Context: an optimization exercise on an open-source flow, tuned for small area, a short achievable clock period and few clock cycles per item. The choices shown serve that exercise and are no tape-out recipe. In this exercise RTL edits were held to simulation tests only and were not proved equivalent to the original. No activity file was given, so power comes from the tool's default toggle rates.

--- config.mk ---
export PLATFORM = sky130hd
export DESIGN_NAME = nic_rx
export DESIGN_NICKNAME = nic_rx
export VERILOG_FILES = /design/flow/design.v
export SDC_FILE = /design/flow/constraint.sdc
export NUM_CORES = 4
export LEC_CHECK = 0
export CAP_MARGIN = 20
export CORE_MARGIN = 2
export CORE_UTILIZATION = 45
export PLACE_DENSITY = 0.6
export SLEW_MARGIN = 20
--- constraint.sdc ---
create_clock -name core_clock -period 6.4 [get_ports {xaui_clk_156_25_out}]
set_input_delay 1.2800 -clock core_clock [delete_from_list [all_inputs] [get_ports {xaui_clk_156_25_out}]]
set_output_delay 1.2800 -clock core_clock [all_outputs]
set_load 0.01 [all_outputs]
--- design.v ---
package nic_pkg;
    typedef logic [63:0] qword_t;               
    typedef logic [7:0]  byte_valid_t;          
    typedef logic [31:0] frame_count_t;         
    typedef logic [3:0]  reg_addr_t;            
    typedef struct packed {
        qword_t      data;                      
        byte_valid_t data_valid;                
        logic        good_frame;                
        logic        bad_frame;                 
    } mac_rx_t;
    typedef struct packed {
        logic committed;                        
        logic rejected;                         
        logic dropped;                          
    } rx_event_t;
    typedef struct packed {
        logic      cyc;
        logic      stb;
        logic      we;
        reg_addr_t adr;
        qword_t    dat;
    } wb_req_t;
    typedef struct packed {
        logic   ack;
        qword_t dat;
    } wb_rsp_t;
    typedef enum logic [1:0] {st_idle, st_frame, st_drop} rx_state_t;
    localparam reg_addr_t REG_WR_PTR = 4'd0;    
    localparam reg_addr_t REG_RD_PTR = 4'd1;    
    localparam reg_addr_t REG_AVAIL  = 4'd2;    
    localparam reg_addr_t REG_GOOD   = 4'd3;
    localparam reg_addr_t REG_BAD    = 4'd4;
    localparam reg_addr_t REG_DROP   = 4'd5;
    localparam reg_addr_t REG_DATA   = 4'd6;    
endpackage
module rx_frame_writer #(
    parameter int BUF_AW = 6
) (
    input  logic                      xaui_clk_156_25_out,
    input  logic                      reset_n,
    input  nic_pkg::mac_rx_t          mac_rx,
    input  logic [BUF_AW-1:0]         rd_ptr,       
    output logic [BUF_AW-1:0]         wr_addr,
    output nic_pkg::qword_t           wr_data,
    output logic                      wr_en,
    output logic [BUF_AW-1:0]         wr_ptr,       
    output nic_pkg::rx_event_t        rx_event
);
    nic_pkg::rx_state_t state;
    logic [BUF_AW-1:0]  run_addr;                   
    logic [BUF_AW-1:0]  next_addr;
    logic               data_cycle;
    logic               frame_end;
    logic               full;
    assign data_cycle = |mac_rx.data_valid;         
    assign frame_end  = mac_rx.good_frame | mac_rx.bad_frame;
    assign next_addr  = run_addr + 1'b1;
    assign full       = (next_addr == rd_ptr);      
    assign wr_addr = run_addr;
    assign wr_data = mac_rx.data;
    assign wr_en   = data_cycle & ~full & (state != nic_pkg::st_drop);
    always_ff @(posedge xaui_clk_156_25_out or negedge reset_n) begin
        if (!reset_n) begin
            state    <= nic_pkg::st_idle;
            run_addr <= '0;
            wr_ptr   <= '0;
            rx_event <= '0;
        end else begin
            rx_event <= '0;                         
            case (state)
                nic_pkg::st_idle,
                nic_pkg::st_frame: begin
                    if (frame_end) begin
                        state <= nic_pkg::st_idle;
                        if (mac_rx.good_frame) begin
                            wr_ptr             <= run_addr;   
                            rx_event.committed <= 1'b1;
                        end else begin
                            run_addr          <= wr_ptr;     
                            rx_event.rejected <= 1'b1;
                        end
                    end else if (data_cycle) begin
                        if (full) begin
                            state <= nic_pkg::st_drop;       
                        end else begin
                            run_addr <= next_addr;
                            state    <= nic_pkg::st_frame;
                        end
                    end
                end
                nic_pkg::st_drop: begin
                    if (frame_end) begin                  
                        run_addr         <= wr_ptr;
                        rx_event.dropped <= 1'b1;
                        state            <= nic_pkg::st_idle;
                    end
                end
                default: begin
                    state <= nic_pkg::st_idle;
                end
            endcase
        end
    end
endmodule
module rx_buffer #(
    parameter int BUF_AW = 6
) (
    input  logic              xaui_clk_156_25_out,
    input  logic [BUF_AW-1:0] wr_addr,
    input  nic_pkg::qword_t   wr_data,
    input  logic              wr_en,
    input  logic [BUF_AW-1:0] rd_addr,
    output nic_pkg::qword_t   rd_data           
);
    localparam int DEPTH = 2 ** BUF_AW;
    nic_pkg::qword_t mem [DEPTH];               
    always_ff @(posedge xaui_clk_156_25_out) begin
        if (wr_en) begin
            mem[wr_addr] <= wr_data;
        end
    end
    always_ff @(posedge xaui_clk_156_25_out) begin
        rd_data <= mem[rd_addr];
    end
endmodule
module rx_frame_counters (
    input  logic                  xaui_clk_156_25_out,
    input  logic                  reset_n,
    input  nic_pkg::rx_event_t    rx_event,
    output nic_pkg::frame_count_t good_count,
    output nic_pkg::frame_count_t bad_count,
    output nic_pkg::frame_count_t drop_count
);
    function automatic nic_pkg::frame_count_t sat_inc(input nic_pkg::frame_count_t cnt);
        sat_inc = (cnt == '1) ? cnt : cnt + 1'b1;
    endfunction
    always_ff @(posedge xaui_clk_156_25_out or negedge reset_n) begin
        if (!reset_n) begin
            good_count <= '0;
            bad_count  <= '0;
            drop_count <= '0;
        end else begin
            if (rx_event.committed) begin
                good_count <= sat_inc(good_count);
            end
            if (rx_event.rejected) begin
                bad_count <= sat_inc(bad_count);
            end
            if (rx_event.dropped) begin
                drop_count <= sat_inc(drop_count);
            end
        end
    end
endmodule
module rx_host_port #(
    parameter int BUF_AW       = 6,
    parameter int BURST_QWORDS = 16
) (
    input  logic                  xaui_clk_156_25_out,
    input  logic                  reset_n,
    input  nic_pkg::wb_req_t      wb_req,
    output nic_pkg::wb_rsp_t      wb_rsp,
    input  logic [BUF_AW-1:0]     wr_ptr,
    output logic [BUF_AW-1:0]     rd_ptr,
    output logic [BUF_AW-1:0]     rd_addr,
    input  nic_pkg::qword_t       rd_data,
    input  nic_pkg::frame_count_t good_count,
    input  nic_pkg::frame_count_t bad_count,
    input  nic_pkg::frame_count_t drop_count,
    output logic                  rx_ready
);
    logic              ack_q;
    nic_pkg::qword_t   dat_q;
    logic              pop_pend;                
    logic              pop_ok;                  
    logic              req_new;
    logic              req_pop;
    logic [BUF_AW-1:0] fill;
    nic_pkg::qword_t   avail;
    nic_pkg::qword_t   reg_rdata;
    assign fill     = wr_ptr - rd_ptr;          
    assign avail    = (nic_pkg::qword_t'(fill) > nic_pkg::qword_t'(BURST_QWORDS)) ?
                      nic_pkg::qword_t'(BURST_QWORDS) : nic_pkg::qword_t'(fill);
    assign rx_ready = (wr_ptr != rd_ptr);
    assign rd_addr  = rd_ptr;                   
    assign req_new = wb_req.cyc & wb_req.stb & ~ack_q & ~pop_pend;
    assign req_pop = req_new & ~wb_req.we & (wb_req.adr == nic_pkg::REG_DATA);
    always_comb begin
        case (wb_req.adr)
            nic_pkg::REG_WR_PTR: reg_rdata = nic_pkg::qword_t'(wr_ptr);
            nic_pkg::REG_RD_PTR: reg_rdata = nic_pkg::qword_t'(rd_ptr);
            nic_pkg::REG_AVAIL:  reg_rdata = avail;
            nic_pkg::REG_GOOD:   reg_rdata = nic_pkg::qword_t'(good_count);
            nic_pkg::REG_BAD:    reg_rdata = nic_pkg::qword_t'(bad_count);
            nic_pkg::REG_DROP:   reg_rdata = nic_pkg::qword_t'(drop_count);
            default:             reg_rdata = '0;
        endcase
    end
    always_ff @(posedge xaui_clk_156_25_out or negedge reset_n) begin
        if (!reset_n) begin
            ack_q    <= 1'b0;
            pop_pend <= 1'b0;
            pop_ok   <= 1'b0;
            rd_ptr   <= '0;
        end else begin
            ack_q <= 1'b0;
            if (pop_pend) begin
                ack_q    <= 1'b1;               
                pop_pend <= 1'b0;
                if (pop_ok) begin
                    rd_ptr <= rd_ptr + 1'b1;    
                end
            end else if (req_pop) begin
                pop_pend <= 1'b1;
                pop_ok   <= rx_ready;
            end else if (req_new) begin
                ack_q <= 1'b1;                  
            end
        end
    end
    always_ff @(posedge xaui_clk_156_25_out) begin
        if (pop_pend) begin
            dat_q <= pop_ok ? rd_data : '0;     
        end else if (req_new) begin
            dat_q <= wb_req.we ? '0 : reg_rdata;
        end
    end
    assign wb_rsp.ack = ack_q;
    assign wb_rsp.dat = dat_q;
endmodule
module nic_rx_top #(
    parameter int BUF_AW       = 6,             
    parameter int BURST_QWORDS = 16             
) (
    input  logic              xaui_clk_156_25_out,
    input  logic              reset_n,
    input  nic_pkg::mac_rx_t  mac_rx,           
    input  nic_pkg::wb_req_t  wb_req,
    output nic_pkg::wb_rsp_t  wb_rsp,
    output logic              rx_ready          
);
    logic [BUF_AW-1:0]     wr_addr;
    nic_pkg::qword_t       wr_data;
    logic                  wr_en;
    logic [BUF_AW-1:0]     wr_ptr;              
    logic [BUF_AW-1:0]     rd_addr;
    nic_pkg::qword_t       rd_data;
    logic [BUF_AW-1:0]     rd_ptr;              
    nic_pkg::rx_event_t    rx_event;            
    nic_pkg::frame_count_t good_count;
    nic_pkg::frame_count_t bad_count;
    nic_pkg::frame_count_t drop_count;
    rx_frame_writer #(.BUF_AW(BUF_AW)) u_writer (
        .xaui_clk_156_25_out (xaui_clk_156_25_out),
        .reset_n             (reset_n),
        .mac_rx              (mac_rx),
        .rd_ptr              (rd_ptr),
        .wr_addr             (wr_addr),
        .wr_data             (wr_data),
        .wr_en               (wr_en),
        .wr_ptr              (wr_ptr),
        .rx_event            (rx_event)
    );
    rx_buffer #(.BUF_AW(BUF_AW)) u_buffer (
        .xaui_clk_156_25_out (xaui_clk_156_25_out),
        .wr_addr             (wr_addr),
        .wr_data             (wr_data),
        .wr_en               (wr_en),
        .rd_addr             (rd_addr),
        .rd_data             (rd_data)
    );
    rx_frame_counters u_counters (
        .xaui_clk_156_25_out (xaui_clk_156_25_out),
        .reset_n             (reset_n),
        .rx_event            (rx_event),
        .good_count          (good_count),
        .bad_count           (bad_count),
        .drop_count          (drop_count)
    );
    rx_host_port #(.BUF_AW(BUF_AW), .BURST_QWORDS(BURST_QWORDS)) u_host (
        .xaui_clk_156_25_out (xaui_clk_156_25_out),
        .reset_n             (reset_n),
        .wb_req              (wb_req),
        .wb_rsp              (wb_rsp),
        .wr_ptr              (wr_ptr),
        .rd_ptr              (rd_ptr),
        .rd_addr             (rd_addr),
        .rd_data             (rd_data),
        .good_count          (good_count),
        .bad_count           (bad_count),
        .drop_count          (drop_count),
        .rx_ready            (rx_ready)
    );
endmodule
module nic_rx (
    input  logic        xaui_clk_156_25_out,
    input  logic        reset_n,
    input  logic [63:0] mac_rx_data,
    input  logic [7:0]  mac_rx_data_valid,
    input  logic        mac_rx_good_frame,
    input  logic        mac_rx_bad_frame,
    input  logic        wb_cyc_i,
    input  logic        wb_stb_i,
    input  logic        wb_we_i,
    input  logic [3:0]  wb_adr_i,
    input  logic [63:0] wb_dat_i,
    output logic        wb_ack_o,
    output logic [63:0] wb_dat_o,
    output logic        rx_ready
);
    nic_pkg::mac_rx_t mac_rx;
    nic_pkg::wb_req_t wb_req;
    nic_pkg::wb_rsp_t wb_rsp;
    assign mac_rx.data       = mac_rx_data;
    assign mac_rx.data_valid = mac_rx_data_valid;
    assign mac_rx.good_frame = mac_rx_good_frame;
    assign mac_rx.bad_frame  = mac_rx_bad_frame;
    assign wb_req.cyc = wb_cyc_i;
    assign wb_req.stb = wb_stb_i;
    assign wb_req.we  = wb_we_i;
    assign wb_req.adr = wb_adr_i;
    assign wb_req.dat = wb_dat_i;
    assign wb_ack_o = wb_rsp.ack;
    assign wb_dat_o = wb_rsp.dat;
    nic_rx_top #(.BUF_AW(6), .BURST_QWORDS(16)) u_rx (
        .xaui_clk_156_25_out (xaui_clk_156_25_out),
        .reset_n             (reset_n),
        .mac_rx              (mac_rx),
        .wb_req              (wb_req),
        .wb_rsp              (wb_rsp),
        .rx_ready            (rx_ready)
    );
endmodule
--- run.sh ---
#!/bin/bash
# synth_recipe.tcl (not shown) runs the flow's synth.tcl, then flattens the netlist and writes it again
# the make line also repeats each setting of config.mk as NAME=value (left out here)
make -C /OpenROAD-flow-scripts/flow DESIGN_CONFIG=/design/flow/config.mk WORK_HOME=/design/flow/orfs CLKGATE_MAP_FILE= SYNTH_SCRIPT=/design/flow/synth_recipe.tcl finish
==> results.py <==
metrics = {
    "synthesis": {
        "yosys.area.top_type": "edfxtp_1",
        "avgSynthCellArea_um2": 22.0,
        "ys_ff_latch": 4346,
        "yosysSeqAreaShare_pct": 78.4,
        "synthDistinctLibCells": 68,
        "syn_inst": 7492,
        "yosysWarningCount": 4,
        "synth-edff-count": 4160,
        "syn_nets": 7650,
        "synth_area_um2": 165000,
        "yosysTopAreaCellShare_pct": 75.8,
        "netlist_top_cells_area": "edfxtp_1 (76%), mux4_2 (13%), dfrtp_1 (1.9%)",
        "yosys_most_used_dff": "edfxtp_1",
        "async_flop_share_pct": 2.81,
    },
    "sta": {
        "worstMarginPinSlew_ps": 1170,
        "fmax_ghz": 0.190,
        "setup_viol": 0,
        "setup_tns_ps": 0,
        "finalHoldViolations": 0,
        "final.setup.worst_slack_ps": 1140,
        "rsz0062_at_grt": "false",
        "slew_headroom_pct": 21.7,
        "report.final.slew_viol_count": 0,
        "layout_min_cycle_time_ps": 5260,
        "final.period_utilization_pct": 82.2,
        "fin_skew_ps": 77.7,
    },
    "worst_setup_path": {
        "cp-end-kind": "flip-flop",
        "critPathArrivalTime_ps": 5870,
        "path_max_fanout": 27,
        "critPathKind": "reg -> reg",
        "r2r-start": "u_rx.u_writer.run_addr[0]",
        "critPathLaunch": "u_rx.u_writer.run_addr[0]",
        "critPathLaunchType": "flip-flop",
        "cp.required_ps": 7010,
    },
    "global_routing": {
        "overflow": 0,
        "grt_pass1_wl_mm": 625,
        "antenna_found_initial": 26,
        "track_usage_pct": 23.8,
        "grt_max_degree": 131,
        "first_global_vias": 81295,
    },
    "power": {
        "vdd_drop_max_uv": 266,
        "p_per_area_nw_per_um2": 333,
        "finalPower_mw": 62.4,
        "cellLeakagePower_nw": 57.2,
    },
    "placement": {
        "gp_congestion": 0.813,
        "hpwlAfterDp_mm": 241,
        "port_buffers": 148,
        "place_ws_ps": 1230,
        "post-place-cells": 12277,
    },
    "drt": {
        "antenna_left": 0,
        "wirelength_mm": 446,
        "drt-met1-wl_mm": 184,
        "wl_per_cell_um": 34.1,
        "met2WireLength_mm": 212,
        "viasPerCell": 6.27,
        "vias": 82023,
        "drt_iter0_drc": 10374,
        "wl_met3_mm": 38.5,
        "drc": 0,
        "routed.top_layer": "met5",
        "dr.pass1.iters": 6,
    },
    "finish": {
        "final_util_pct": 51.3,
        "final_layout_size_suffix_gt1_share_pct": 24.2,
        "area_delta_synth_final_pct": 13.6,
        "layoutNonFillerInstCount": 13090,
        "fill_cells": 28507,
        "nNetsFinal": 8057,
    },
    "clock_tree": {
        "cts_tree": "yes",
        "post_cts_buffers": 0,
        "cts_htree_levels": 5,
        "clock_path_buffers": 4,
        "clkLatencyLatePin_ps": 1000,
        "root_buffer": "clkbuf_16",
        "clk_pin_slew_ps": 60,
        "cts_buffers": 433,
        "hold_buffers": 0,
        "clock_sinks": 4346,
        "post_cts_resize_count": 0,
    },
    "floorplan": {
        "die_area_um2": 371000,
        "ios": 213,
        "chipWidth_um": 609,
        "core-area_um2": 365000,
        "start_util_pct": 45.1,
        "die_y_um": 609,
        "num_rows": 222,
    },
    "job": {
        "drv_cap": 0,
    },
    "hold_path": {
        "hold_class": "in -> async",
    },
    "status": {
        "status": "timing/DRC/antenna clean",
    },
}
[critical path, cell delays in order, from the launching register on]
cell	delay, ps
dfrtp_1	540
ha_1	320
and2_1	200
nor2b_1	140
o311a_1	350
o211ai_1	750
nand4_1	890
nor2_4	990
buf_4	650
[per-stage QoR]
| stage | cell area [um2] | hold slack, ps |
|---|---|---|
| floorplan | 165000 | 456 |
| global route | 187000 | 400 |
| finish | 187000 | 366 |
| global placement | 173000 | 483 |
| detailed placement | 173000 | 490 |
| CTS | 187000 | 328 |
[final cells by class]
class	count	area (um2)	share of cell area, %
timing repair buffer	391	3900	2.08
antenna	14	35.0	0.0187
clock inverter	231	2070	1.10
tap	4816	6030	3.22
clock buffer	565	11600	6.21
inverter	20	82.6	0.0441
multi-input combinational	2707	34300	18.3
sequential	4346	129000	69.0
[layout by cell type, fill, tap and decap left out, types with 107 or more instances in the layout]
| cell | count |
|---|---|
| a21oi_1 | 112 |
| a22oi_1 | 373 |
| nor2_1 | 112 |
| nand2_1 | 148 |
| and3_1 | 111 |
| edfxtp_1 | 4160 |
| clkbuf_1 | 107 |
| mux2i_1 | 118 |
| buf_4 | 221 |
| clkbuf_16 | 437 |
| mux4_2 | 986 |
| dfrtp_1 | 116 |
[cells by family after synthesis]
logic type	synth area share (%)
xor gates and xnor gates	0.558
and+or+nand+nor	2.02
AOI/OAI and AO/OA	3.53
buffers and inverters	1.11
adders and majority gates	0.0881
DFF	78.4
muxes	14.2
[flip-flops by register name, indices dropped and copies added (netlist names)]
register                    flops
u_rx.u_buffer.mem            4096
u_rx.u_buffer.rd_data          64
u_rx.u_counters.bad_count      32
u_rx.u_counters.drop_count     32
u_rx.u_counters.good_count     32
u_rx.u_host.ack_q               1
u_rx.u_host.dat_q              64
u_rx.u_host.pop_ok              1
u_rx.u_host.pop_pend            1
u_rx.u_host.rd_ptr              6
u_rx.u_writer.run_addr          6
u_rx.u_writer.rx_event          3
u_rx.u_writer.state             2
u_rx.u_writer.wr_ptr            6
[report_power, final]
part | total (mW) | internal [mW] | switching (mW)
clock network | 24.6 | 13.9 | 10.7
logic | 4.50 | 1.43 | 3.07
registers | 33.4 | 32.9 | 0.483
[metal layers]
layer  global-route usage (%)  vias up
li1                         -    32722
met1                     34.4    44779
met2                     37.5     3830
met3                     4.25      684
met4                     6.19        8
met5                        0        -
[cell usage after synthesis, drive strengths merged, types with 2 or more instances]
master and n:
a221oi 38, or4 6, nand4 34, o21ai 73, nor3 49, buf 203, o22ai 27, o211ai 36
a32oi 3, a211oi 19, o21a 9, a22oi 373, a311oi 64, or2 4, nand3 47, nor2 182
nand2b 9, ha 10, nand3b 2, and3 111, mux2i 118, clkbuf 216, o31a 2, nand2 148
dfrtp 122, nor3b 3, a222oi 27, a31oi 7, nor4 16, dfxtp 64, xnor2 69, inv 20
o31ai 3, or3 7, nor2b 12, a21oi 112, edfxtp 4160, and2 26, o221ai 6, mux2 8
xor2 36, mux4 986, and4 10
[path summary, 6_finish.rpt]
| check | endpoint | slack (ps) | depth (start not counted) |
|---|---|---|---|
| worst max-delay path | u_rx.u_buffer.mem[41][23] | 1140 | 8 |
| worst min-delay path | u_rx.u_counters.good_count[15] | 370 | 1 |
| worst max register to register | u_rx.u_buffer.mem[41][23] | 1140 | 8 |
| worst min register to register | u_rx.u_counters.drop_count[9] | 500 | 1 |
| max in group asynchronous | u_rx.u_host.pop_pend | 4580 | 2 |
| min in group core_clock | u_rx.u_counters.drop_count[9] | 500 | 1 |
Testbench counts, summed over its fixed seeds: cycles 16,421, qwords 4,665.

==> re-timing with driven ports <==
How much do the figures lean on ideal ports? The routed layout below was timed once more, with nothing changed but the port constraints. Step 1, drivers: a clkbuf_16 drives xaui_clk_156_25_out and a buf_2 each remaining input, both assumed. Step 2 moves the port delays by t, midway between the first and last clock arrival at a register: inputs arrive t later, outputs are due t later. That takes back most of the time a late clock gives input paths. a / b / c = ideal ports / drivers / drivers and shift; a / b = the first two.
t (ns): 1.076
setup slack, ns: 1.136 / 1.136 / 1.136
worst setup path at the end: register to register
After both steps this run still meets setup and hold. For this run, drivers alone change the setup slack by 0.000 ns; drivers and shift together by 0.000 ns.
